This design comes from an exercise in tuning for small area and a short achievable clock period on the open sky130 flow, not from production work.
At most, simulation tests tie the RTL to the original design; equivalence was not proved.
The RTL of runs 2 and 4 was laid out without a check of its function.
The flow treats the clock pin as an ideal source, which a real chip does not have.

**flow/config.mk**
```make
export PLATFORM = sky130hd
export DESIGN_NAME = cic_interpolator
export DESIGN_NICKNAME = cic_interpolator
export VERILOG_FILES = /design/flow/design.v
export SDC_FILE = /design/flow/constraint.sdc
export NUM_CORES = 4
export LEC_CHECK = 0
export ABC_AREA = 1
export CAP_MARGIN = 20
export CORE_MARGIN = 2
export CORE_UTILIZATION = 60
export PLACE_DENSITY = 0.7
export SETUP_SLACK_MARGIN = 3.58
export SLEW_MARGIN = 20
```
**flow/constraint.sdc**
```tcl
create_clock -name core_clock -period 6.5 [get_ports {clock}]
set_input_delay 1.3000 -clock core_clock [delete_from_list [all_inputs] [get_ports {clock}]]
set_output_delay 1.3000 -clock core_clock [all_outputs]
set_load 0.01 [all_outputs]
```
**flow/design.v**
```verilog
package cic_pkg;
  localparam int IN_WIDTH  = 18;
  localparam int OUT_WIDTH = 18;
  localparam int ACC_WIDTH = 42;
  function automatic int clog2_int(input int v);
    integer i;
    clog2_int = 0;
    for (i = 0; i < 31; i = i + 1) begin
      if ((1 << i) < v) clog2_int = i + 1;
    end
  endfunction
endpackage
module cic_round (
  input  logic [cic_pkg::ACC_WIDTH-1:0]  acc,
  input  logic [2:0]                     sel,
  output logic [cic_pkg::OUT_WIDTH-1:0]  slice,
  output logic                           rnd_bit
);
  always_comb begin
    case (sel)
      3'd0:    begin slice = acc[21:4];  rnd_bit = acc[3];  end
      3'd1:    begin slice = acc[25:8];  rnd_bit = acc[7];  end
      3'd2:    begin slice = acc[29:12]; rnd_bit = acc[11]; end
      3'd3:    begin slice = acc[33:16]; rnd_bit = acc[15]; end
      3'd4:    begin slice = acc[37:20]; rnd_bit = acc[19]; end
      default: begin slice = acc[41:24]; rnd_bit = acc[23]; end
    endcase
  end
endmodule
module cic_carry #(
  parameter int W    = 42,
  parameter int KIND = 0
) (
  input  logic [W-1:0] g0,
  input  logic [W-1:0] p0,
  input  logic         ci,
  output logic [W-1:0] c
);
  localparam int L = cic_pkg::clog2_int(W);
  logic [W-1:0] g [0:2*L+1];
  logic [W-1:0] p [0:2*L+1];
  assign g[0] = {g0[W-1:1], g0[0] | (p0[0] & ci)};
  assign p[0] = p0;
  generate
    if (KIND == 0) begin : g_sk
      for (genvar l = 0; l < L; l++) begin : lv
        for (genvar i = 0; i < W; i++) begin : bt
          if ((i >> l) & 1) begin : m
            localparam int J = ((i >> l) << l) - 1;
            assign g[l+1][i] = g[l][i] | (p[l][i] & g[l][J]);
            assign p[l+1][i] = p[l][i] & p[l][J];
          end else begin : k
            assign g[l+1][i] = g[l][i];
            assign p[l+1][i] = p[l][i];
          end
        end
      end
      assign c = {g[L][W-2:0], ci};
    end else if (KIND == 1) begin : g_ks
      for (genvar l = 0; l < L; l++) begin : lv
        for (genvar i = 0; i < W; i++) begin : bt
          if (i >= (1 << l)) begin : m
            assign g[l+1][i] = g[l][i] | (p[l][i] & g[l][i-(1<<l)]);
            assign p[l+1][i] = p[l][i] & p[l][i-(1<<l)];
          end else begin : k
            assign g[l+1][i] = g[l][i];
            assign p[l+1][i] = p[l][i];
          end
        end
      end
      assign c = {g[L][W-2:0], ci};
    end else if (KIND == 2) begin : g_bk
      for (genvar l = 0; l < L; l++) begin : up
        for (genvar i = 0; i < W; i++) begin : bt
          if ((i % (2 << l)) == (2 << l) - 1) begin : m
            assign g[l+1][i] = g[l][i] | (p[l][i] & g[l][i-(1<<l)]);
            assign p[l+1][i] = p[l][i] & p[l][i-(1<<l)];
          end else begin : k
            assign g[l+1][i] = g[l][i];
            assign p[l+1][i] = p[l][i];
          end
        end
      end
      for (genvar l = L - 2; l >= 0; l--) begin : dn
        for (genvar i = 0; i < W; i++) begin : bt
          if ((i % (2 << l)) == (1 << l) - 1 && i >= (2 << l)) begin : m
            assign g[2*L-1-l][i] = g[2*L-2-l][i] | (p[2*L-2-l][i] & g[2*L-2-l][i-(1<<l)]);
            assign p[2*L-1-l][i] = p[2*L-2-l][i] & p[2*L-2-l][i-(1<<l)];
          end else begin : k
            assign g[2*L-1-l][i] = g[2*L-2-l][i];
            assign p[2*L-1-l][i] = p[2*L-2-l][i];
          end
        end
      end
      assign c = {g[2*L-1][W-2:0], ci};
    end else begin : g_hc
      for (genvar l = 0; l < L; l++) begin : lv
        for (genvar i = 0; i < W; i++) begin : bt
          if (l == 0 && (i % 2) == 1) begin : m0
            assign g[l+1][i] = g[l][i] | (p[l][i] & g[l][i-1]);
            assign p[l+1][i] = p[l][i] & p[l][i-1];
          end else if (l > 0 && (i % 2) == 1 && i >= (1 << l) + 1) begin : m
            assign g[l+1][i] = g[l][i] | (p[l][i] & g[l][i-(1<<l)]);
            assign p[l+1][i] = p[l][i] & p[l][i-(1<<l)];
          end else begin : k
            assign g[l+1][i] = g[l][i];
            assign p[l+1][i] = p[l][i];
          end
        end
      end
      for (genvar i = 0; i < W; i++) begin : ev
        if ((i % 2) == 0 && i >= 2) begin : m
          assign g[L+1][i] = g[L][i] | (p[L][i] & g[L][i-1]);
        end else begin : k
          assign g[L+1][i] = g[L][i];
        end
      end
      assign c = {g[L+1][W-2:0], ci};
    end
  endgenerate
endmodule
module cic_add #(
  parameter int W    = 42,
  parameter int KIND = 0
) (
  input  logic [W-1:0] a,
  input  logic [W-1:0] b,
  input  logic         ci,
  output logic [W-1:0] s
);
  logic [W-1:0] c;
  cic_carry #(.W(W), .KIND(KIND)) u_c (.g0(a & b), .p0(a ^ b), .ci(ci), .c(c));
  assign s = a ^ b ^ c;
endmodule
module cic_acc #(
  parameter int W    = 42,
  parameter int KIND = 0
) (
  input  logic [W-1:0] a,
  input  logic [W-1:0] b,
  input  logic         en,
  output logic [W-1:0] d
);
  logic [W-1:0] c;
  cic_carry #(.W(W), .KIND(KIND)) u_c (.g0(a & b), .p0(a ^ b), .ci(1'b0), .c(c));
  assign d = a ^ ({W{en}} & (b ^ c));
endmodule
module cic_interpolator (
  input  logic                clock,
  input  logic                reset_n,
  input  logic [5:0]          interpolation,
  input  logic                clear_underflow,
  output logic                underflow,
  input  logic                out_strobe,
  input  logic                in_valid,
  input  logic signed [17:0]  in_data,
  output logic                in_ready,
  output logic                out_valid,
  output logic signed [17:0]  out_data
);
  localparam int AW   = cic_pkg::ACC_WIDTH;
  localparam int KIND  = 0;   
  localparam int AKIND = 2;   
  logic [5:0]          phase_q;
  logic                phase_nz_q;
  logic                phase_zero_q;      
  logic [17:0]         sample0_q, sample1_q;
  logic [18:0]         comb_last1_q;
  logic [19:0]         comb2_q, comb_last2_q;
  logic [20:0]         comb3_q, comb_last3_q;
  logic [21:0]         comb4_q, comb_last4_q;
  logic [21:0]         integ1_q;
  logic [AW-1:0]       integ2_q, integ3_q, integ4_q, integ5_q;
  logic [17:0]         out_slice_q;
  logic [5:0]          out_carry_q;
  logic                out_valid_q;
  logic                underflow_q;
  logic                load_tick;
  logic                wrap;
  logic [17:0]         x;
  logic [18:0]         comb1;
  logic [19:0]         csa_s, csa_c;
  logic [19:0]         comb2_d;
  logic [20:0]         comb3_d;
  logic [21:0]         comb4_d;
  logic [AW-1:0]       integ2_d, integ3_d, integ4_d, integ5_d;
  logic [2:0]          slice_sel;
  logic [17:0]         slice;
  logic                rnd_bit;
  assign load_tick = out_strobe && !phase_nz_q;
  assign x         = in_valid ? in_data : 18'd0;
  assign wrap      = ({1'b0, phase_q} + 7'd1) >= {1'b0, interpolation};
  cic_add #(.W(19), .KIND(KIND)) u_comb1 (
    .a({sample0_q[17], sample0_q}), .b(~{sample1_q[17], sample1_q}), .ci(1'b1), .s(comb1));
  always_comb begin
    logic [19:0] a, b, c;
    a = {{2{sample0_q[17]}}, sample0_q};
    b = ~{{2{sample1_q[17]}}, sample1_q};
    c = ~{comb_last1_q[18], comb_last1_q};
    csa_s = a ^ b ^ c;
    csa_c = {(a[18:0] & b[18:0]) | (a[18:0] & c[18:0]) | (b[18:0] & c[18:0]), 1'b1};
  end
  cic_add #(.W(20), .KIND(KIND)) u_comb2 (.a(csa_s), .b(csa_c), .ci(1'b1), .s(comb2_d));
  cic_add #(.W(21), .KIND(KIND)) u_comb3 (
    .a({comb2_q[19], comb2_q}), .b(~{comb_last2_q[19], comb_last2_q}), .ci(1'b1), .s(comb3_d));
  cic_add #(.W(22), .KIND(KIND)) u_comb4 (
    .a({comb3_q[20], comb3_q}), .b(~{comb_last3_q[20], comb_last3_q}), .ci(1'b1), .s(comb4_d));
  cic_acc #(.W(AW), .KIND(AKIND)) u_acc2 (
    .a(integ2_q), .b({{(AW-22){integ1_q[21]}}, integ1_q}), .en(out_strobe), .d(integ2_d));
  cic_acc #(.W(AW), .KIND(AKIND)) u_acc3 (.a(integ3_q), .b(integ2_q), .en(out_strobe), .d(integ3_d));
  cic_acc #(.W(AW), .KIND(AKIND)) u_acc4 (.a(integ4_q), .b(integ3_q), .en(out_strobe), .d(integ4_d));
  cic_acc #(.W(AW), .KIND(AKIND)) u_acc5 (.a(integ5_q), .b(integ4_q), .en(out_strobe), .d(integ5_d));
  always_comb begin
    if (interpolation < 6'd2 || interpolation > 6'd40) slice_sel = 3'd5;
    else if (interpolation <= 6'd2)  slice_sel = 3'd0;
    else if (interpolation <= 6'd4)  slice_sel = 3'd1;
    else if (interpolation <= 6'd8)  slice_sel = 3'd2;
    else if (interpolation <= 6'd16) slice_sel = 3'd3;
    else if (interpolation <= 6'd32) slice_sel = 3'd4;
    else                             slice_sel = 3'd5;
  end
  cic_round u_round (
    .acc     (integ5_q),
    .sel     (slice_sel),
    .slice   (slice),
    .rnd_bit (rnd_bit)
  );
  always_ff @(posedge clock or negedge reset_n) begin
    if (!reset_n) begin
      phase_q      <= '0;
      phase_nz_q   <= 1'b0;
      phase_zero_q <= 1'b1;
      sample0_q    <= '0;
      sample1_q    <= '0;
      comb_last1_q <= '0;
      comb2_q      <= '0;
      comb_last2_q <= '0;
      comb3_q      <= '0;
      comb_last3_q <= '0;
      comb4_q      <= '0;
      comb_last4_q <= '0;
      integ1_q     <= '0;
      integ2_q     <= '0;
      integ3_q     <= '0;
      integ4_q     <= '0;
      integ5_q     <= '0;
      out_valid_q  <= 1'b0;
      underflow_q  <= 1'b0;
    end else begin
      if (out_strobe) begin
        phase_q    <= wrap ? 6'd0 : phase_q + 6'd1;
        phase_nz_q   <= !wrap;
        phase_zero_q <= wrap;
      end
      integ2_q <= integ2_d;
      integ3_q <= integ3_d;
      integ4_q <= integ4_d;
      integ5_q <= integ5_d;
      if (load_tick) begin
        sample0_q    <= x;
        sample1_q    <= sample0_q;
        comb_last1_q <= comb1;
        comb2_q      <= comb2_d;
        comb_last2_q <= comb2_q;
        comb3_q      <= comb3_d;
        comb_last3_q <= comb3_q;
        comb4_q      <= comb4_d;
        comb_last4_q <= comb4_q;
        integ1_q     <= comb_last4_q;
      end
      out_valid_q <= out_strobe;
      if (load_tick && !in_valid) underflow_q <= 1'b1;
      else if (clear_underflow)   underflow_q <= 1'b0;
    end
  end
  always_ff @(posedge clock) begin
    out_slice_q    <= slice;
    out_carry_q[0] <= rnd_bit;
    out_carry_q[1] <= rnd_bit & (&slice[2:0]);
    out_carry_q[2] <= rnd_bit & (&slice[5:0]);
    out_carry_q[3] <= rnd_bit & (&slice[8:0]);
    out_carry_q[4] <= rnd_bit & (&slice[11:0]);
    out_carry_q[5] <= rnd_bit & (&slice[14:0]);
  end
  assign in_ready  = out_strobe && phase_zero_q;
  assign out_valid = out_valid_q;
  assign out_data  = {out_slice_q[17:15] + 3'(out_carry_q[5]),
                      out_slice_q[14:12] + 3'(out_carry_q[4]),
                      out_slice_q[11:9]  + 3'(out_carry_q[3]),
                      out_slice_q[8:6]   + 3'(out_carry_q[2]),
                      out_slice_q[5:3]   + 3'(out_carry_q[1]),
                      out_slice_q[2:0]   + 3'(out_carry_q[0])};
  assign underflow = underflow_q;
endmodule
```
**flow/flow/run.sh**
```bash
#!/bin/bash
# Standard ORFS layout (the standard.sh) with these changes:
#  - synthesis maps with flow/abc_area.script, ORFS's abc_area.script
#    without its "buffer -c" step (placement-time repair buffers instead)
#    and with map -B 0.5 in place of map -B 0.9;
#    ORFS's scripts are copied to scripts_mod/ with only that file replaced
#  - clock tree synthesis without dummy loads, with clkbuf_8 buffers and
#    sink clusters of up to 14 flip-flops
#  - buf_2 as the port buffer
# Make's output goes to flow_make.log.
set -euo pipefail
rm -rf scripts_mod
cp -r "$FLOW_HOME/scripts" scripts_mod
cp flow/abc_area.script scripts_mod/abc_area.script
bash standard.sh \
  "SCRIPTS_DIR=$PWD/scripts_mod" \
  "CTS_ARGS=-sink_clustering_enable -repair_clock_nets -dont_use_dummy_load -sink_clustering_size 14 -sink_clustering_max_diameter 60 -buf_list sky130_fd_sc_hd__clkbuf_8" \
  "BUFFER_PORTS_ARGS=-buffer_cell sky130_fd_sc_hd__buf_2" \
  finish > flow_make.log 2>&1
```
**flow/flow/abc_area.script**
```
strash
dch
map -B 0.5
topo
stime -c
upsize -c
dnsize -c
```
**flow/standard.sh**
```bash
#!/bin/bash
# synth_recipe.tcl (not shown) runs the flow's synth.tcl, then flattens the netlist and writes it again
# the make line also repeats each setting of config.mk as NAME=value (left out here)
make -C /OpenROAD-flow-scripts/flow DESIGN_CONFIG=/design/flow/config.mk WORK_HOME=/design/flow/orfs CLKGATE_MAP_FILE= SYNTH_SCRIPT=/design/flow/synth_recipe.tcl "${@:-finish}"
```
==> run notes, run 1 <==
status = complete, no violations
Slew Limit Fails = 0
worst hold path depth = 2
maximum clock rate = 0.332 GHz
Register-to-Register Path Depth = 14
Via-to-Cell Ratio = 5.52
first-pass GRT wire length = 97.0 mm
cts hold-fix bufs = 0
H-tree depth = 2
Synthesis Warnings = 17
die area = 44000 um2
most frequent cells in the layout = nand2_1, clkinv_1, dfrtp_1
hold_ws = 0.476 ns
placed cell area = 26500 um2
Core Region = 41900 um2
clock sinks = 405
fin nets = 3523
Site Rows = 75
RD Place Congestion = 0.867
Syn Nets = 3354
worst-path cell chain = buf_12 > buf_16 > nand2_4 > inv_4 > buf_6
post-route cell area = 28300 um2
Num CTS Buffers = 42
Critical Path End Type = output port
Layout Skew = 0.0402 ns
later-pin clock latency in the skew report = 0.63 ns
die width = 210 um
synth unique cells = 40
Global Route met2 Usage = 48.0%
final cell count without fillers = 3740
# IOs = 50
setup TNS = 0 ns
detailed placement HPWL = 39.2 mm
CP top delay family = buffers and inverters
initial drt markers = 1141
Critical path buffers and inverters = 4
Tightest Pin Transition = 0.875 ns
Most Used Layer, Global Route = met2
Overflow after GRT = 0
grt met1 use = 32.4%
FFs w/ async S/R, synth = 94.1%
Avg WL per Cell = 15.4 um
CTS clock-pin slew for the worst setup and hold paths = 0.09 ns
vias in the first global route = 20300
placed cells = 3629
DR vias = 20600
Primary FF master, synth = dfrtp_1
Initial Utilization = 60.6%
post-route minimum period = 3.01 ns
Clock Path Buffers = 3
P&R area growth vs syn = 11.6%
fraction of layout cells with a size suffix above 1 = 10.3%
number of synthesized flops with an enable pin = 0
fin crit share = 46.4%
met3 Use GR = 3.16%
ANT nets after route = 0
drt drc = 0
clk root buf = clkbuf_8
RSZ-0062 raised after global routing = true
mean area per synthesized cell = 8.36 um2
crit-path max cell delay = 0.12 ns
min-delay worst type = flip-flop to flip-flop
Yosys reg bits = 405
commonest non-fill, non-tap cell in the layout = nand2_1
Stages on worst setup path = 5
n_diodes = 0
slew margin rel. = 41.6%
CP max-delay cell = buf_16
I/O Buffers = 49
Post-Synthesis Cells = 3034
R2R setup slack = 3.65 ns
CP arrival = 1.71 ns
Setup crit start kind = input port
CP max FO = 2
Setup-failing EPs final = 0
Setup CP Type = input port to output port
initial antenna violation count = 0
max_cap viols = 0
Fin. Hold Viols = 0
Critical Path RT = 5.20 ns
die height = 210 um
DRT Pass-1 Iters = 5
largest net degree at the start of global routing = 193
sequential fraction of the synthesis area = 39.5%
CTS tree = done
GRT Resource Usage Total = 26.8%
Mapped Area = 25400 um2
final wirelength = 57.4 mm
## what timing repair did
item / 4_1_cts / 5_1_grt
endpoints found under the setup margin: 225 / 104
hold endpoints to repair: 0 / 0
resized for setup: 95 / 87
cloned: 4 / 2
buffers inserted: 29 / 34
pin swaps: 29 / 40
## worst reg2reg max path, stage by stage (launching register included)
cell and delay (ns):
dfrtp_1 0.38, clkinv_2 0.10, fa_1 0.54, ha_2 0.29, nand3_2 0.08, nand2_2 0.07, nand2_2 0.08, nand2_2 0.07
nand3_2 0.07, nand2_2 0.08, a21oi_4 0.21, o21ai_4 0.10, fa_2 0.53, nand2_1 0.05, o21ai_1 0.11
## metal layers
metal | part of all wire (%) | wire (um) | vias up
met2 | 50 | 28900 | 265
li1 | - | - | 10500
met4 | 4.6 | 2640 | 0
met5 | 0 | 0 | -
met3 | 2.8 | 1600 | 108
met1 | 42 | 24300 | 9750
## registers in the layout (all words and copies together), names as in the netlist, 22 cells and up
| signal | count |
|---|---|
| comb4_q | 22 |
| comb_last4_q | 22 |
| integ1_q | 22 |
| integ2_q | 42 |
| integ3_q | 42 |
| integ4_q | 42 |
| integ5_q | 42 |
## logic make-up (layout without fill, tap and decap cells)
kind of cell / after synthesis / after routing / share of synthesized area (%)
AND/OR/NAND/NOR: 983 / 986 / 16.0
AO/OA/AOI/OAI: 743 / 743 / 15.7
flip-flops: 405 / 405 / 39.5
buffers and inverters: 403 / 567 / 6.17
adder cells (fa/ha/maj): 291 / 291 / 15.5
XOR/XNOR: 208 / 208 / 7.18
multiplexers: 1 / 1 / 0.0394
## per-stage QoR
step	setup slack [ns]	util [%]
floorplan	2.69	-
global placement	2.63	63.3
detailed placement	2.58	63.3
CTS	3.48	66.2
global route	3.47	67.7
finish	3.49	67.7
## Yosys cell counts (17+ instances only)
library cell	count	area, um2
a31oi_1	22	138
dfrtp_1	380	9510
a21o_1	23	173
nand3_1	157	786
nor2_1	130	488
ha_1	253	3170
o21ai_0	295	1480
nor3_1	17	85.1
nand4_1	40	250
clkinv_1	401	1510
a21oi_1	332	1660
fa_1	38	761
dfxtp_1	24	480
nand2_1	625	2350
xnor2_1	80	701
xor2_1	128	1120
## worst paths after layout
| kind | start | to |
|---|---|---|
| max in group asynchronous | reset_n | sample1_q[17]$_DFFE_PN0P_ |
| worst max-delay path | out_strobe | in_ready |
| worst min-delay path | comb_last4_q[3]$_DFFE_PN0P_ | comb_last4_q[3]$_DFFE_PN0P_ |
| worst min register to register | comb_last4_q[3]$_DFFE_PN0P_ | comb_last4_q[3]$_DFFE_PN0P_ |
| worst max register to register | sample1_q[2]$_DFFE_PN0P_ | comb2_q[16]$_DFFE_PN0P_ |
| min in group asynchronous | reset_n | phase_q[4]$_DFFE_PN0P_ |
## layout make-up
type	instances	area [um2]
fillers	3494	13500
well taps	539	674
inverters	403	1610
flip-flops and latches	405	10000
repair buffers	121	932
repair inverters	1	5.00
clock buffers	42	578
multi-input cells	2229	14500
==> run 2, diff against run 1 <==
--- a/flow/design.v
+++ b/flow/design.v
@@ -145,6 +145,19 @@
   cic_carry #(.W(W), .KIND(KIND)) u_c (.g0(a & b), .p0(a ^ b), .ci(1'b0), .c(c));
   assign d = a ^ ({W{en}} & (b ^ c));
 endmodule
+module cic_acc_mux #(
+  parameter int W    = 42,
+  parameter int KIND = 0
+) (
+  input  logic [W-1:0] a,
+  input  logic [W-1:0] b,
+  input  logic         en,
+  output logic [W-1:0] d
+);
+  logic [W-1:0] c;
+  cic_carry #(.W(W), .KIND(KIND)) u_c (.g0(a & b), .p0(a ^ b), .ci(1'b0), .c(c));
+  assign d = en ? (a ^ b ^ c) : a;
+endmodule
 module cic_interpolator (
   input  logic                clock,
   input  logic                reset_n,
@@ -208,8 +221,8 @@
   cic_acc #(.W(AW), .KIND(AKIND)) u_acc2 (
     .a(integ2_q), .b({{(AW-22){integ1_q[21]}}, integ1_q}), .en(out_strobe), .d(integ2_d));
   cic_acc #(.W(AW), .KIND(AKIND)) u_acc3 (.a(integ3_q), .b(integ2_q), .en(out_strobe), .d(integ3_d));
-  cic_acc #(.W(AW), .KIND(AKIND)) u_acc4 (.a(integ4_q), .b(integ3_q), .en(out_strobe), .d(integ4_d));
-  cic_acc #(.W(AW), .KIND(AKIND)) u_acc5 (.a(integ5_q), .b(integ4_q), .en(out_strobe), .d(integ5_d));
+  cic_acc_mux #(.W(AW), .KIND(AKIND)) u_acc4 (.a(integ4_q), .b(integ3_q), .en(out_strobe), .d(integ4_d));
+  cic_acc_mux #(.W(AW), .KIND(AKIND)) u_acc5 (.a(integ5_q), .b(integ4_q), .en(out_strobe), .d(integ5_d));
   always_comb begin
     if (interpolation < 6'd2 || interpolation > 6'd40) slice_sel = 3'd5;
     else if (interpolation <= 6'd2)  slice_sel = 3'd0;
--- a/flow/flow/run.sh
+++ b/flow/flow/run.sh
@@ -1,8 +1,7 @@
 #!/bin/bash
 # Standard ORFS layout (the standard.sh) with these changes:
 #  - synthesis maps with flow/abc_area.script, ORFS's abc_area.script
-#    without its "buffer -c" step (placement-time repair buffers instead)
-#    and with map -B 0.5 in place of map -B 0.9;
+#    without its "buffer -c" step (placement-time repair buffers instead);
 #    ORFS's scripts are copied to scripts_mod/ with only that file replaced
 #  - clock tree synthesis without dummy loads, with clkbuf_8 buffers and
 #    sink clusters of up to 14 flip-flops
==> flow/flow/abc_area.script (replaced) <==
strash
dch
map -B 0.9
topo
stime -c
upsize -c
dnsize -c
==> run notes, run 2 <==
cts hold-fix bufs = 0
crit-path max cell delay = 0.42 ns
sequential fraction of the synthesis area = 39.6%
most frequent cells after synthesis = nand2_1, dfrtp_1, clkinv_1, o21ai_0, ha_1
CTS tree = done
Synth area leader = dfrtp_1
RSZ-0062 raised after global routing = true
Primary FF master, synth = dfrtp_1
worst slack at placement = 2.80 ns
Slew Limit Fails = 0
vias in the first global route = 19800
Via-to-Cell Ratio = 5.46
slew margin rel. = 33.7%
Highest Signal Layer = met4
most frequent cells in the layout = nand2_1, dfrtp_1, clkinv_1
DRT Pass-1 Iters = 5
worst hold path depth = 2
Post-Synthesis Cells = 2943
maximum clock rate = 0.311 GHz
clk root buf = clkbuf_8
fin nets = 3505
max_cap viols = 0
Register-to-Register Path Depth = 21
n_diodes = 0
Mapped Area = 25300 um2
initial antenna violation count = 0
fin crit share = 49.5%
Setup-failing EPs final = 0
Fin. Hold Viols = 0
filler cell count = 3323
Synthesis Warnings = 17
# IOs = 50
I/O Buffers = 49
R2R setup slack = 3.28 ns
synth unique cells = 41
clock sinks = 405
die width = 209 um
FFs w/ async S/R, synth = 94.1%
final worst setup slack = 3.28 ns
status = complete, no violations
Layout Skew = 0.0510 ns
CP max-delay cell = dfrtp_1
Tightest Pin Transition = 0.994 ns
ANT nets after route = 0
Core Region = 41800 um2
fraction of layout cells with a size suffix above 1 = 13.5%
cell repeated most along the worst path = nand2_1
commonest non-fill, non-tap cell in the layout = nand2_1
Yosys reg bits = 405
Avg WL per Cell = 14.2 um
final wirelength = 52.1 mm
Critical Path End Type = flip-flop
CTS clock-pin slew for the worst setup and hold paths = 0.10 ns
DR vias = 20100
largest cells by area after synthesis = dfrtp_1, ha_1, nand2_1, fa_1, o21ai_0
DR WL met2 = 26.7 mm
CP top delay family = adder cells
setup TNS = 0 ns
Hold Path Origin = comb_last4_q[17]$_DFFE_PN0P_
Stages on worst setup path = 21
hold_ws = 0.476 ns
largest net degree at the start of global routing = 206
number of synthesized flops with an enable pin = 0
drt drc = 0
Synth top area share = 37.6%
mean area per synthesized cell = 8.60 um2
first-pass GRT wire length = 90.0 mm
Critical path buffers and inverters = 3
Site Rows = 75
P&R area growth vs syn = 13.3%
Syn Nets = 3303
met3 WL post-DR = 1.29 mm
detailed placement HPWL = 34.9 mm
cell with the most instances after synthesis = nand2_1
post-route minimum period = 3.22 ns
die area = 43800 um2
Critical R2R Capture = integ4_q[41]$_DFFE_PN0P_
Overflow after GRT = 0
Setup crit start kind = flip-flop
Initial Utilization = 60.6%
worst hold path endpoint = comb_last4_q[17]$_DFFE_PN0P_
RR Startpoint = integ4_q[0]$_DFFE_PN0P_
H-tree depth = 2
CP arrival = 3.69 ns
later-pin clock latency in the skew report = 0.63 ns
M1 WL = 23.0 mm
Setup CP Type = flip-flop to flip-flop
Clock Path Buffers = 3
die height = 209 um
min-delay worst type = flip-flop to flip-flop
Critical Path RT = 6.97 ns
Sequential Area = 10000 um2
Num CTS Buffers = 40
worst-path cell chain = buf_4 > ha_4 > fa_2 > inv_4 > nor2_4 > a211oi_2 > o21ai_2 > nand2_1 > nand2_2 > nand3_2 > nand2_4 > nand3_2 > nand2_2 > clkinv_1 > o21ai_2 > nand2_1 > nand2_1 > fa_2 > a21oi_1 > o21ai_1 > xnor2_1
initial drt markers = 1136
Multi-input gate area = 14800 um2
GRT Resource Usage Total = 24.3%
CP max FO = 3
RD Place Congestion = 0.912
==> run 2: cell count changes in the layout (fill, tap and decap cells not counted), sizes merged, moves of 12 or more <==
| cell | previous run | this run |
|---|---|---|
| nand4 | 40 | 25 |
| xor2 | 128 | 95 |
| nand3 | 158 | 146 |
| clkinv | 391 | 329 |
| a22oi | 16 | 1 |
| a21oi | 332 | 166 |
| buf | 119 | 157 |
| fa | 38 | 80 |
| nand2 | 626 | 782 |
==> run 2: cell type report <==
cell class | count | area share, %
Timing Repair Buffer | 157 | 4.29
Tap cell | 539 | 2.35
Inverter | 351 | 4.86
Sequential cell | 405 | 35.0
Clock buffer | 40 | 1.92
Multi-Input combinational cell | 2190 | 51.6
==> run 2: routing by layer <==
layer,up-vias,global-route usage [%]
met3,87,2.56
met2,239,43.7
li1,10200,-
met1,9615,31.0
met4,0,7.29
met5,-,0
==> run 2: timing repair <==
action                                  in CTS  in global routing
pin swaps                                   39                 73
gates cloned                                 0                  3
gates resized for setup                    106                179
endpoints found under the setup margin      86                 99
setup buffers                               52                 50
==> run 2: logic make-up after synthesis <==
family	Yosys count	synth area share, %
AND/OR/NAND/NOR	1108	17.7
AO/OA/AOI/OAI	565	12.2
flip-flops	405	39.6
buffers and inverters	351	5.41
adder cells (fa/ha/maj)	331	18.7
XOR/XNOR	182	6.30
multiplexers	1	0.0396
==> run 2: worst max path at each step <==
stage / startpoint / endpoint / slack, ns
2_1_floorplan: out_strobe / comb_last1_q[18]$_DFFE_PN0P_ / 3.03
3_3_place_gp: interpolation[3] / out_carry_q[3]$_DFF_P_ / 2.85
3_5_place_dp: interpolation[3] / out_carry_q[3]$_DFF_P_ / 2.80
4_1_cts: integ4_q[0]$_DFFE_PN0P_ / integ5_q[41]$_DFFE_PN0P_ / 3.36
5_1_grt: integ4_q[0]$_DFFE_PN0P_ / integ5_q[41]$_DFFE_PN0P_ / 3.10
6_report: integ4_q[0]$_DFFE_PN0P_ / integ4_q[41]$_DFFE_PN0P_ / 3.28
==> run 2: stage by stage <==
step	utilization, %	instance area (um2)	std cells
after floorplan	-	25400	2943
after global placement	63.3	26400	3537
after detailed placement	63.3	26400	3537
after CTS	66.3	27700	3629
after global routing	68.7	28700	3682
final	68.7	28700	3682
==> run 2: worst register-to-register path: cells and delay by family, from the launching register on <==
kind / cells / cell delay [ns]
adder cells (fa/ha/maj): 3 / 0.92
buffers and inverters: 3 / 0.29
AO/OA/AOI/OAI: 5 / 0.60
flip-flops: 1 / 0.42
XOR/XNOR: 1 / 0.13
AND/OR/NAND/NOR: 9 / 0.70
==> run 3, diff against run 2 <==
--- a/flow/design.v
+++ b/flow/design.v
@@ -145,19 +145,6 @@
   cic_carry #(.W(W), .KIND(KIND)) u_c (.g0(a & b), .p0(a ^ b), .ci(1'b0), .c(c));
   assign d = a ^ ({W{en}} & (b ^ c));
 endmodule
-module cic_acc_mux #(
-  parameter int W    = 42,
-  parameter int KIND = 0
-) (
-  input  logic [W-1:0] a,
-  input  logic [W-1:0] b,
-  input  logic         en,
-  output logic [W-1:0] d
-);
-  logic [W-1:0] c;
-  cic_carry #(.W(W), .KIND(KIND)) u_c (.g0(a & b), .p0(a ^ b), .ci(1'b0), .c(c));
-  assign d = en ? (a ^ b ^ c) : a;
-endmodule
 module cic_interpolator (
   input  logic                clock,
   input  logic                reset_n,
@@ -221,8 +208,8 @@
   cic_acc #(.W(AW), .KIND(AKIND)) u_acc2 (
     .a(integ2_q), .b({{(AW-22){integ1_q[21]}}, integ1_q}), .en(out_strobe), .d(integ2_d));
   cic_acc #(.W(AW), .KIND(AKIND)) u_acc3 (.a(integ3_q), .b(integ2_q), .en(out_strobe), .d(integ3_d));
-  cic_acc_mux #(.W(AW), .KIND(AKIND)) u_acc4 (.a(integ4_q), .b(integ3_q), .en(out_strobe), .d(integ4_d));
-  cic_acc_mux #(.W(AW), .KIND(AKIND)) u_acc5 (.a(integ5_q), .b(integ4_q), .en(out_strobe), .d(integ5_d));
+  cic_acc #(.W(AW), .KIND(AKIND)) u_acc4 (.a(integ4_q), .b(integ3_q), .en(out_strobe), .d(integ4_d));
+  cic_acc #(.W(AW), .KIND(AKIND)) u_acc5 (.a(integ5_q), .b(integ4_q), .en(out_strobe), .d(integ5_d));
   always_comb begin
     if (interpolation < 6'd2 || interpolation > 6'd40) slice_sel = 3'd5;
     else if (interpolation <= 6'd2)  slice_sel = 3'd0;
==> flow/flow/run.sh (replaced) <==
#!/bin/bash
# Standard ORFS layout (the standard.sh) with these changes:
#  - synthesis maps with flow/abc_area.script, ORFS's abc_area.script
#    without its "buffer -c" step (placement-time repair buffers instead);
#    ORFS's scripts are copied to scripts_mod/ with only that file replaced
#  - clock tree synthesis without dummy loads, with clkbuf_4 and clkbuf_8 buffers and
#    sink clusters of up to 10 flip-flops
#  - buf_2 as the port buffer
# Make's output goes to flow_make.log.
set -euo pipefail
rm -rf scripts_mod
cp -r "$FLOW_HOME/scripts" scripts_mod
cp flow/abc_area.script scripts_mod/abc_area.script
bash standard.sh \
  "SCRIPTS_DIR=$PWD/scripts_mod" \
  "CTS_ARGS=-sink_clustering_enable -repair_clock_nets -dont_use_dummy_load -sink_clustering_size 10 -sink_clustering_max_diameter 50 -buf_list {sky130_fd_sc_hd__clkbuf_4 sky130_fd_sc_hd__clkbuf_8}" \
  "BUFFER_PORTS_ARGS=-buffer_cell sky130_fd_sc_hd__buf_2" \
  finish > flow_make.log 2>&1
==> run notes, run 3 <==
Util after Layout = 67.3%
Layout Skew = 0.0435 ns
status = complete, no violations
later-pin clock latency in the skew report = 0.64 ns
DRT Pass-1 Iters = 8
Num CTS Buffers = 51
Synth area leader = dfrtp_1
mean area per synthesized cell = 8.21 um2
Synth top area share = 37.0%
fin nets = 3605
Setup-failing EPs final = 0
Avg WL per Cell = 13.8 um
Syn Nets = 3453
Primary FF master, synth = dfrtp_1
# IOs = 50
Synth Area in Simple Gates = 18.7%
Site Rows = 75
post-route minimum period = 2.91 ns
drt drc = 0
die width = 211 um
initial antenna violation count = 0
Synth Area in XOR/XNOR = 8.07%
Critical Path End Type = output port
cell with the most instances after synthesis = nand2_1
CP arrival = 1.61 ns
first-pass GRT wire length = 92.1 mm
slew margin rel. = 41.7%
clk root buf = clkbuf_8
CP max FO = 2
Synthesis Warnings = 17
RD Place Congestion = 0.898
most frequent cells after synthesis = nand2_1, clkinv_1, dfrtp_1, o21ai_0, ha_1
I/O Buffers = 49
Fin. Hold Viols = 0
Initial Utilization = 61.1%
final worst setup slack = 3.59 ns
maximum clock rate = 0.343 GHz
most frequent cells in the layout = nand2_1, clkinv_1, dfrtp_1
adder-cell share of the synthesized area = 15.3%
Setup CP Type = input port to output port
P&R area growth vs syn = 10.2%
min-delay worst type = flip-flop to flip-flop
FFs w/ async S/R, synth = 94.1%
fraction of layout cells with a size suffix above 1 = 8.53%
DR vias = 20700
die area = 44600 um2
Clock Path Buffers = 3
Tightest Pin Transition = 0.875 ns
max_cap viols = 0
Setup crit start kind = input port
largest family of logic cells by synthesized area = simple AND/OR/NAND/NOR gates
RSZ-0062 raised after global routing = true
Synth Area in Compound Gates = 12.6%
Mapped Area = 25700 um2
vias in the first global route = 20500
Slew Limit Fails = 0
Via-to-Cell Ratio = 5.41
commonest non-fill, non-tap cell in the layout = nand2_1
largest cells by area after synthesis = dfrtp_1, ha_1, nand2_1, clkinv_1, xor2_1
largest net degree at the start of global routing = 195
CTS tree = done
H-tree depth = 2
detailed placement HPWL = 36.6 mm
CTS clock-pin slew for the worst setup and hold paths = 0.07 ns
Core Region = 42100 um2
setup TNS = 0 ns
Critical Path RT = 5.20 ns
clock sinks = 405
final wirelength = 52.9 mm
number of synthesized flops with an enable pin = 0
sequential fraction of the synthesis area = 38.9%
Yosys reg bits = 405
GRT Resource Usage Total = 24.5%
die height = 211 um
ANT nets after route = 0
hold_ws = 0.473 ns
mux share of post-synthesis cell area = 0.0389%
Overflow after GRT = 0
initial drt markers = 1037
fin crit share = 44.8%
n_diodes = 0
synth unique cells = 38
worst slack at placement = 2.73 ns
Post-Synthesis Cells = 3133
## run 3: cell count changes in the layout (fill, tap and decap cells not counted), sizes merged, moves of 11 or more
cell	change
a21oi	+53
buf	-61
clkbuf	+11
clkinv	+81
fa	-42
nand3	+61
o21ai	-15
xnor2	-16
xor2	+71
## run 3: worst paths after layout
kind | from | end | slack (ns) | depth (start not counted)
setup / recovery | out_strobe | in_ready | 3.59 | 4
hold / removal | comb4_q[5]$_DFFE_PN0P_ | comb_last4_q[5]$_DFFE_PN0P_ | 0.47 | 2
setup reg to reg | comb_last1_q[3]$_DFFE_PN0P_ | comb2_q[16]$_DFFE_PN0P_ | 3.61 | 14
hold reg to reg | comb4_q[5]$_DFFE_PN0P_ | comb_last4_q[5]$_DFFE_PN0P_ | 0.47 | 2
max in group asynchronous | reset_n | comb2_q[13]$_DFFE_PN0P_ | 4.40 | 2
min in group asynchronous | reset_n | integ5_q[2]$_DFF_PN0_ | 0.72 | 1
## run 3: area by class of cell
class                      instances  area [um2]
clock buffer                      51         702
tap                              539         674
timing repair buffer              96         711
inverter                         423        1650
fill                            3489       13800
sequential                       405       10000
multi-input combinational       2308       14600
## run 3: repair_timing
item,in CTS,in global routing
hold buffers,0,0
setup endpoints to repair,38,74
gates resized for setup,56,91
hold endpoints to repair,0,0
pin swaps,20,35
cloned,0,3
setup buffers,18,24
## run 3: cell families after synthesis
family                   after synthesis
flip-flops                           405
AO/OA/AOI/OAI                        601
AND/OR/NAND/NOR                     1175
multiplexers                           1
adder cells (fa/ha/maj)              291
buffers and inverters                423
XOR/XNOR                             237
## run 3: per-layer routing
metal  vias up  global-route usage, %  share of wire (%)
met3        96                   3.61                3.3
met4         0                   6.41                2.2
met1      9644                   31.1                 45
met2       297                   43.7                 49
li1      10600                      -                  -
met5         -                      0                  0
## run 3: worst max-delay path, stage by stage
cell	delay [ns]
buf_16	0.10
nand2_2	0.05
clkinv_2	0.05
buf_6	0.11
## run 3: metrics by stage
| step | instance area, um2 | cells |
|---|---|---|
| after floorplan | 25800 | 3133 |
| after global placement | 26800 | 3726 |
| after detailed placement | 26800 | 3726 |
| after CTS | 27800 | 3795 |
| after global routing | 28400 | 3822 |
| final | 28400 | 3822 |
==> run 4, diff against run 3 <==
--- a/flow/design.v
+++ b/flow/design.v
@@ -164,8 +164,8 @@
   logic [5:0]          phase_q;
   logic                phase_nz_q;
   logic                phase_zero_q;      
-  logic [17:0]         sample0_q, sample1_q;
-  logic [18:0]         comb_last1_q;
+  logic [17:0]         comb_last0_q;
+  logic [18:0]         comb1_q, comb_last1_q;
   logic [19:0]         comb2_q, comb_last2_q;
   logic [20:0]         comb3_q, comb_last3_q;
   logic [21:0]         comb4_q, comb_last4_q;
@@ -178,8 +178,7 @@
   logic                load_tick;
   logic                wrap;
   logic [17:0]         x;
-  logic [18:0]         comb1;
-  logic [19:0]         csa_s, csa_c;
+  logic [18:0]         comb1_d;
   logic [19:0]         comb2_d;
   logic [20:0]         comb3_d;
   logic [21:0]         comb4_d;
@@ -191,16 +190,9 @@
   assign x         = in_valid ? in_data : 18'd0;
   assign wrap      = ({1'b0, phase_q} + 7'd1) >= {1'b0, interpolation};
   cic_add #(.W(19), .KIND(KIND)) u_comb1 (
-    .a({sample0_q[17], sample0_q}), .b(~{sample1_q[17], sample1_q}), .ci(1'b1), .s(comb1));
-  always_comb begin
-    logic [19:0] a, b, c;
-    a = {{2{sample0_q[17]}}, sample0_q};
-    b = ~{{2{sample1_q[17]}}, sample1_q};
-    c = ~{comb_last1_q[18], comb_last1_q};
-    csa_s = a ^ b ^ c;
-    csa_c = {(a[18:0] & b[18:0]) | (a[18:0] & c[18:0]) | (b[18:0] & c[18:0]), 1'b1};
-  end
-  cic_add #(.W(20), .KIND(KIND)) u_comb2 (.a(csa_s), .b(csa_c), .ci(1'b1), .s(comb2_d));
+    .a({x[17], x}), .b(~{comb_last0_q[17], comb_last0_q}), .ci(1'b1), .s(comb1_d));
+  cic_add #(.W(20), .KIND(KIND)) u_comb2 (
+    .a({comb1_q[18], comb1_q}), .b(~{comb_last1_q[18], comb_last1_q}), .ci(1'b1), .s(comb2_d));
   cic_add #(.W(21), .KIND(KIND)) u_comb3 (
     .a({comb2_q[19], comb2_q}), .b(~{comb_last2_q[19], comb_last2_q}), .ci(1'b1), .s(comb3_d));
   cic_add #(.W(22), .KIND(KIND)) u_comb4 (
@@ -230,8 +222,8 @@
       phase_q      <= '0;
       phase_nz_q   <= 1'b0;
       phase_zero_q <= 1'b1;
-      sample0_q    <= '0;
-      sample1_q    <= '0;
+      comb_last0_q <= '0;
+      comb1_q      <= '0;
       comb_last1_q <= '0;
       comb2_q      <= '0;
       comb_last2_q <= '0;
@@ -257,9 +249,9 @@
       integ4_q <= integ4_d;
       integ5_q <= integ5_d;
       if (load_tick) begin
-        sample0_q    <= x;
-        sample1_q    <= sample0_q;
-        comb_last1_q <= comb1;
+        comb_last0_q <= x;
+        comb1_q      <= comb1_d;
+        comb_last1_q <= comb1_q;
         comb2_q      <= comb2_d;
         comb_last2_q <= comb2_q;
         comb3_q      <= comb3_d;
==> flow/flow/run.sh (replaced) <==
#!/bin/bash
# Standard ORFS layout (the standard.sh) with these changes:
#  - synthesis maps with flow/abc_area.script, ORFS's abc_area.script
#    without its "buffer -c" step (placement-time repair buffers instead);
#    ORFS's scripts are copied to scripts_mod/ with only that file replaced
#  - clock tree synthesis without dummy loads, with clkbuf_8 buffers and
#    sink clusters of up to 14 flip-flops
#  - buf_2 as the port buffer
#  - a tighter internal repair target on in_ready (flow/pre_cts.tcl)
# Make's output goes to flow_make.log.
set -euo pipefail
rm -rf scripts_mod
cp -r "$FLOW_HOME/scripts" scripts_mod
cp flow/abc_area.script scripts_mod/abc_area.script
bash standard.sh \
  "SCRIPTS_DIR=$PWD/scripts_mod" \
  "CTS_ARGS=-sink_clustering_enable -repair_clock_nets -dont_use_dummy_load -sink_clustering_size 14 -sink_clustering_max_diameter 60 -buf_list sky130_fd_sc_hd__clkbuf_8" \
  "BUFFER_PORTS_ARGS=-buffer_cell sky130_fd_sc_hd__buf_2" \
  "PRE_CTS_TCL=$PWD/flow/pre_cts.tcl" \
  finish > flow_make.log 2>&1
==> flow/flow/pre_cts.tcl (new file) <==
set_output_delay 1.65 -clock [get_clocks core_clock] [get_ports in_ready]
--- a/flow/config.mk
+++ b/flow/config.mk
@@ -10,5 +10,5 @@
 export CORE_MARGIN = 2
 export CORE_UTILIZATION = 60
 export PLACE_DENSITY = 0.7
-export SETUP_SLACK_MARGIN = 3.58
+export SETUP_SLACK_MARGIN = 3.5
 export SLEW_MARGIN = 20
==> run notes, run 4 <==
Initial Utilization = 60.4%
fraction of layout cells with a size suffix above 1 = 6.81%
Critical Path End Type = output port
Setup CP Type = input port to output port
DRT Pass-1 Iters = 4
most frequent cells in the layout = nand2_1, clkinv_1, dfrtp_1
most frequent cells after synthesis = nand2_1, clkinv_1, dfrtp_1, ha_1, nand3_1
final cell count without fillers = 3978
Synth area leader = dfrtp_1
Post-Synthesis Cells = 3261
min-delay worst type = flip-flop to flip-flop
CTS clock-pin slew for the worst setup and hold paths = 0.09 ns
Overflow after GRT = 0
vias in the first global route = 20900
crit-path max cell delay = 0.10 ns
Setup crit start kind = input port
Register-to-Register Path Depth = 14
maximum clock rate = 0.308 GHz
initial antenna violation count = 0
CP max-delay cell = buf_16
Critical R2R Capture = comb4_q[17]$_DFFE_PN0P_
clock sinks = 406
P&R area growth vs syn = 9.08%
worst hold path endpoint = integ1_q[10]$_DFFE_PN0P_
post-route minimum period = 3.24 ns
die area = 44900 um2
CP max FO = 3
cell with the most instances after synthesis = nand2_1
filler cell count = 3715
slew margin rel. = 32.2%
detailed placement HPWL = 38.2 mm
placed cells = 3903
DR vias = 21200
Slew Limit Fails = 0
largest cells by area after synthesis = dfrtp_1, nand2_1, ha_1, clkinv_1, xor2_1
I/O Buffers = 49
Tightest Pin Transition = 1.01 ns
final wirelength = 55.1 mm
# IOs = 50
first-pass GRT wire length = 95.4 mm
number of synthesized flops with an enable pin = 0
largest net degree at the start of global routing = 198
Core Region = 42900 um2
fin crit share = 49.9%
Hold Path Origin = comb_last4_q[10]$_DFFE_PN0P_
die height = 212 um
GRT Resource Usage Total = 25.6%
R2R setup slack = 3.66 ns
Synth top area share = 36.8%
Fin. Hold Viols = 0
setup TNS = 0 ns
Avg WL per Cell = 13.8 um
n_diodes = 0
worst slack at placement = 2.25 ns
Setup-failing EPs final = 0
fin nets = 3697
commonest non-fill, non-tap cell in the layout = nand2_1
max_cap viols = 0
RSZ-0062 raised after global routing = true
RD Place Congestion = 0.857
status = complete, no violations
RR Startpoint = comb3_q[0]$_DFFE_PN0P_
Synthesis Warnings = 17
die width = 212 um
sequential fraction of the synthesis area = 38.8%
CTS tree = done
mean area per synthesized cell = 7.94 um2
Syn Nets = 3563
Primary FF master, synth = dfrtp_1
FFs w/ async S/R, synth = 94.1%
Yosys reg bits = 406
final worst setup slack = 3.26 ns
initial drt markers = 977
drt drc = 0
synth unique cells = 37
Mapped Area = 25900 um2
worst hold path depth = 2
ANT nets after route = 0
Critical Path RT = 4.85 ns
Site Rows = 76
worst-path cell chain = buf_16 > nand2_4 > inv_4 > buf_6
Num CTS Buffers = 42
Layout Skew = 0.0587 ns
CP arrival = 1.59 ns
Via-to-Cell Ratio = 5.33
later-pin clock latency in the skew report = 0.64 ns
crit path from = out_strobe
cts hold-fix bufs = 0
-- run 4: cell count changes in the layout (fill, tap and decap cells not counted), moves of 37 or more --
cell / change
clkinv_1: +63
a21oi_1: -37
o21ai_0: -46
nand2_1: +136
nand3_1: +40
-- run 4: worst max-delay path by stage --
stage                              endpoint  slack (ns)  depth (start not counted)
floorplan           comb1_q[16]$_DFFE_PN0P_        2.93                         14
finish                             in_ready        3.26                          4
global route                       in_ready        3.25                          4
CTS                                in_ready        3.25                          4
global placement    comb1_q[16]$_DFFE_PN0P_        2.26                         15
detailed placement  comb1_q[17]$_DFFE_PN0P_        2.25                         16
-- run 4: cell families (layout without fill, tap and decap cells) --
kind of cell    after synthesis  count (layout)  synth area share [%]
simple gates               1352            1353                  21.6
compound gates              537             537                  11.5
buf+inv                     478             609                  7.13
flops                       406             406                  38.8
fa+ha+maj                   273             273                  13.8
xor+xnor                    214             214                  7.23
mux                           1               1                0.0386
-- run 4: critical path, delay by kind of cell --
| kind | cells | cell delay [ns] |
|---|---|---|
| buf+inv | 3 | 0.23 |
| simple gates | 1 | 0.05 |
-- run 4: cell type report --
cell class / count / area [um2] / share of cell area, %
well taps: 585 / 732 / 2.59
inverters: 478 / 1850 / 6.56
repair buffers: 89 / 707 / 2.50
multi-input cells: 2378 / 14300 / 50.8
clock buffers: 42 / 578 / 2.05
flip-flops and latches: 406 / 10000 / 35.5
-- run 4: through the flow --
stage          utilization (%)  cell area [um2]  hold WS, ns
6_report                  65.9            28300        0.451
5_1_grt                   65.9            28300        0.490
4_1_cts                   65.4            28100        0.459
3_5_place_dp              63.2            27100        0.459
3_3_place_gp              63.2            27100        0.453
2_1_floorplan                -            26000        0.442
-- run 4: timing repair --
| action | CTS | global route |
|---|---|---|
| setup endpoints to repair | 193 | 67 |
| resized for setup | 29 | 50 |
| setup buffers | 24 | 6 |
| gates cloned | 3 | 0 |
| pin swaps | 13 | 9 |
-- run 4: metal layers --
layer / up-vias / routed length (um) / track usage, %
met5: - / 0 / 0
met4: 0 / 1330 / 7.94
met3: 85 / 1470 / 2.71
li1: 11000 / - / -
met1: 9876 / 25600 / 32.8
met2: 269 / 26700 / 45.5

[port drivers added, routing unchanged]
No port has a modelled driver above. Below, the same layouts with a new extraction and two added sets of constraints.
Step 1 sets driving cells, clkbuf_16 on the clock port and buf_2 on the other inputs (assumed; they add their load-dependent delay and slew).
Step 2 adds t to the input delays and takes it off the output delays; t is the mean of the earliest and latest rising clock arrival at the registers after step 1. Input paths then give back, and output paths get back, about the clock's delay inside the block.
Slacks: ideal / step 1 / step 2; pairs: ideal / step 1.
| run | t (ns) | setup WS [ns] | worst register clock-pin slew, ns |
|---|---|---|---|
| run 1 | 0.662 | 3.486 / 3.437 / 2.986 | 0.10 / 0.10 |
| run 2 | 0.655 | 3.282 / 3.282 / 3.135 | 0.10 / 0.10 |
| run 3 | 0.670 | 3.588 / 3.524 / 2.993 | 0.08 / 0.08 |
After both steps every run listed still meets setup and hold. For run 3, which loses most, drivers alone change the setup slack by -0.064 ns; drivers and shift together by -0.595 ns.
